This design comes from an exercise in tuning for small area and a short achievable clock period on the open sky130 flow, not from production work. Function was checked by simulation only, so behaviour that the tests miss may differ from the original. No activity file was given, so power comes from the tool's default toggle rates.

Design alu_32, start of the top module:
module alu_32
(
  input  logic              clk,
  input  logic              rst,
  input  logic [2:0]        ALU_OP,
  input  logic [alu_32_pkg::DATA_W-1:0] A,
  input  logic [alu_32_pkg::DATA_W-1:0] B,
  input  logic              C_I,
  output logic [alu_32_pkg::DATA_W-1:0] R,
  output logic              C_O
);
  logic bone_0;
  logic btwo_0;
  logic bneg_0;
  logic pp_0_0;
  logic pp_0_1;
  logic pp_0_2;
  logic pp_0_3;
  logic pp_0_4;
  logic pp_0_5;
  logic pp_0_6;
  logic pp_0_7;
  logic pp_0_8;
  logic pp_0_9;
  logic pp_0_10;
  logic pp_0_11;
  logic pp_0_12;
  logic pp_0_13;
  logic pp_0_14;
  logic pp_0_15;
  logic pp_0_16;
  logic pp_0_17;
  logic pp_0_18;
  logic pp_0_19;
  logic pp_0_20;
  logic pp_0_21;
  logic pp_0_22;
  logic pp_0_23;
  logic pp_0_24;
  logic pp_0_25;
  logic pp_0_26;
  logic pp_0_27;
  logic pp_0_28;
  logic pp_0_29;
  logic pp_0_30;
  logic pp_0_31;
  logic pp_0_32;
  logic bone_1;
  logic btwo_1;
  logic bneg_1;
  logic pp_1_0;
  logic pp_1_1;
  logic pp_1_2;
  logic pp_1_3;
  logic pp_1_4;
  logic pp_1_5;
  logic pp_1_6;
  logic pp_1_7;
  logic pp_1_8;
  logic pp_1_9;
  logic pp_1_10;
  logic pp_1_11;
  logic pp_1_12;
  logic pp_1_13;
  ...
For scale: roughly 1,700 cells after synthesis, about 100 I/O pins.
==> flow/config.mk <==
export PLATFORM = sky130hd
export DESIGN_NAME = alu_32
export DESIGN_NICKNAME = alu_32
export VERILOG_FILES = /design/flow/design.v
export SDC_FILE = /design/flow/constraint.sdc
export NUM_CORES = 4
export LEC_CHECK = 0
export CAP_MARGIN = 20
export CORE_MARGIN = 2
export CORE_UTILIZATION = 40
export PLACE_DENSITY = 0.5
export SETUP_SLACK_MARGIN = 3.25
export SLEW_MARGIN = 20
export SYNTH_HIERARCHICAL = 1
export SYNTH_MINIMUM_KEEP_SIZE = 0
export TNS_END_PERCENT = 0
==> flow/constraint.sdc <==
create_clock -name core_clock -period 11.0 [get_ports {clk}]
set_input_delay 2.2000 -clock core_clock [delete_from_list [all_inputs] [get_ports {clk}]]
set_output_delay 2.2000 -clock core_clock [all_outputs]
set_load 0.01 [all_outputs]
standard.sh (not shown) runs the stock make flow with config.mk's settings and CLKGATE_MAP_FILE= SYNTH_SCRIPT=/design/flow/synth_recipe.tcl, a recipe that flattens the netlist after the stock synthesis.
==> flow/flow/run.sh <==
#!/bin/bash
# Layout flow: the standard synthesis, then every combinational cell set to the
# smallest drive of its family (the layout's repair steps size up again where
# timing, slew or capacitance need it), then the standard layout steps with
# small port buffers. Each step's full output goes to a log file here.
set -euo pipefail
R=$PWD/orfs/results/$FLOW_PLATFORM/alu_32/base
LIB=$FLOW_HOME/platforms/$FLOW_PLATFORM/lib/sky130_fd_sc_hd__tt_025C_1v80.lib
EXTRA=()
[[ -f flow/extra.txt ]] && mapfile -t EXTRA < <(grep -v '^#' flow/extra.txt | grep .)
bash standard.sh "${EXTRA[@]}" "$R/1_2_yosys.v" > synth.log 2>&1
cp "$R/1_2_yosys.v" yosys_std.v
python3 flow/downsize.py "$LIB" yosys_std.v "$R/1_2_yosys.v" > downsize.log 2>&1
bash standard.sh "${EXTRA[@]}" finish > layout.log 2>&1
Other scripts of this flow, unchanged in this note and not shown: flow/flow/downsize.py, flow/flow/extra.txt
Then changed:
- PLACE_DENSITY: 0.5 -> unset
- SETUP_SLACK_MARGIN: 3.25 -> 3.4
After rerunning: Sequential cell count is unchanged; total power is higher by a few percent; synthesized cell count does not change; core utilization grows by 1.2 points; design area rose by a few percent; routed wire length is higher slightly; final cell count rises slightly.

* * *

Setup of run A:
alu_32 again, from the RTL that the note above started with.
export LEC_CHECK = 0
export CAP_MARGIN = 20
export CORE_MARGIN = 2
export CORE_UTILIZATION = 40
export SETUP_SLACK_MARGIN = 3.25
export SLEW_MARGIN = 20
export SYNTH_HIERARCHICAL = 1
export SYNTH_MINIMUM_KEEP_SIZE = 0
export TNS_END_PERCENT = 0
create_clock -name core_clock -period 11.0 [get_ports {clk}]
==> flow/flow/downsize.py <==
#!/usr/bin/env python3
"""Rewrite a mapped netlist so each combinational cell uses the smallest-area
variant of its cell family (same name without the _N drive suffix, same pins).
Flip-flops are left alone. The layout's repair steps upsize again where timing,
slew or capacitance need it.
usage: downsize.py LIBERTY NETLIST_IN NETLIST_OUT [dont_use ...]"""
import re
import sys

lib, src, dst = sys.argv[1:4]
dont = set(sys.argv[4:])
area = {}
pins = {}
cur = None
for line in open(lib):
    m = re.match(r'\s*cell\s*\(\s*"?([\w]+)"?\s*\)', line)
    if m:
        cur = m.group(1)
        pins[cur] = set()
        continue
    m = re.match(r'\s*area\s*:\s*([\d.]+)', line)
    if m and cur and cur not in area:
        area[cur] = float(m.group(1))
    m = re.match(r'\s*pin\s*\(\s*"?(\w+)"?\s*\)', line)
    if m and cur:
        pins[cur].add(m.group(1))

fam = {}
for c in area:
    m = re.match(r'(sky130_fd_sc_hd__\w+?)_(\d+)$', c)
    if m and c not in dont:
        fam.setdefault(m.group(1), []).append(c)

seq = re.compile(r'sky130_fd_sc_hd__(df|dl|sdf|edf|lpflow|probe|clkdly|dly|tap|fill|decap|conb)')
best = {}
for f, cs in fam.items():
    if seq.match(f):
        continue
    for c in cs:
        cands = [x for x in cs if pins[x] == pins[c]]
        best[c] = min(cands, key=lambda x: (area[x], x))

txt = open(src).read()
count = {}


def sub(m):
    c = m.group(1)
    b = best.get(c, c)
    if b != c:
        count[(c, b)] = count.get((c, b), 0) + 1
    return b + m.group(2)


txt = re.sub(r'\b(sky130_fd_sc_hd__\w+)(\s+[\\\w$.\[\]]+\s*\()', sub, txt)
open(dst, 'w').write(txt)
for (c, b), n in sorted(count.items()):
    print(f"{n:5d} {c} -> {b}")
==> flow/flow/extra.txt <==
# extra ORFS make variables, one per line
BUFFER_PORTS_ARGS=-buffer_cell sky130_fd_sc_hd__buf_2
REMOVE_ABC_BUFFERS=1
Scripts as last shown in full above: flow/flow/run.sh
The following lists how run B was set up differently from run A:
- swapping 40 for 50 in CORE_UTILIZATION
Notes after the runs:
In the flow results for run A and run B, the static power due to leakage is larger on run B.
Run B ends up with a total instance count after detailed placement that is 3.6% lower than in run A.
The final reports for run B and run A show estimated wirelength of the detail-placed design higher in the former.
Every run (run A and run B) finished clean.
Compared with run A, in run B utilization went up 12 points; share of final layout cell area taken by clock buffers and inverters went up 0.18 points.
[inputs] run C vs run B
- CORE_UTILIZATION: 50 -> 35
==> notes.md <==
- The lower via count came out of run B.
- Run comparison: run C critical path launch point B[1]; run B critical path launch point B[13]
- Wire length on met2: run C < run B
- Status: switching share of power parity (run C, run B)
- [compare] base=run B new=run C: cell area up 220 µm², cell count up 167, sequential power flat, worst supply voltage drop on vdd down about 0.7%.
- On clock-pin slew on the worst setup and hold paths, run C and run B are neck and neck.
The inputs of run D differ from those of run C as listed below.
- TNS_END_PERCENT changed from 0 to 5
- CORE_UTILIZATION changed from 35 to 40
--- outcome ---
Total design power in run D vs run C: up about 1.4%
For the worst-case setup margin in the final layout, run D came in 82 ps higher than run C did.
Combinational power, run D and run C, higher one = run D.
Number of cells in the finished layout apart from fillers ended up 79 lower on run D than on run C.
Global-route wire length before repair was higher in the run labelled run C.
When run D is set beside run C, its number of optimization iterations in the first detailed-route pass turns out to be 1 larger.
Part of the power in combinational logic of run D is on par with run C.
The flow did not stop early for run D: all stages ran, and the layout cleared the timing, design-rule and antenna checks.
Required time of the worst setup path of run D is on par with run C.
Clock power, run D vs run C: up by a few percent

what the ideal ports hide:
No port has a modelled driver above. Below, the same layouts with a new extraction and two added sets of constraints. Step 1 (the two cells are an assumption about what drives the block):
set clk [get_ports {clk}]
set_driving_cell -lib_cell sky130_fd_sc_hd__clkbuf_16 $clk
set_driving_cell -lib_cell sky130_fd_sc_hd__buf_2 [delete_from_list [all_inputs] $clk]
Step 2 also shifts input and output timing later by t, the mid clock arrival at the registers, as if the neighbouring blocks saw the same clock. Slacks: no drivers / after step 1 / after step 2; pairs: no drivers / after step 1.
| run | shift t [ns] | setup slack, ns | worst slew at a driven data input, ns |
|---|---|---|---|
| the first run of note 1 | 0.357 | 3.468 / 3.485 / 3.127 | 0.06 |
| the second run of note 1 | 0.343 | 3.567 / 3.521 / 3.178 | 0.09 |
| run A | 0.343 | 3.500 / 3.484 / 3.141 | 0.06 |
| run B | 0.336 | 3.452 / 3.453 / 3.118 | 0.09 |
| run C | 0.338 | 3.418 / 3.434 / 3.096 | 0.11 |
| run D | 0.343 | 3.500 / 3.484 / 3.141 | 0.06 |
After both steps every run listed still meets setup and hold. For the second run of note 1, which loses most, drivers alone change the setup slack by -0.046 ns; drivers and shift together by -0.389 ns.
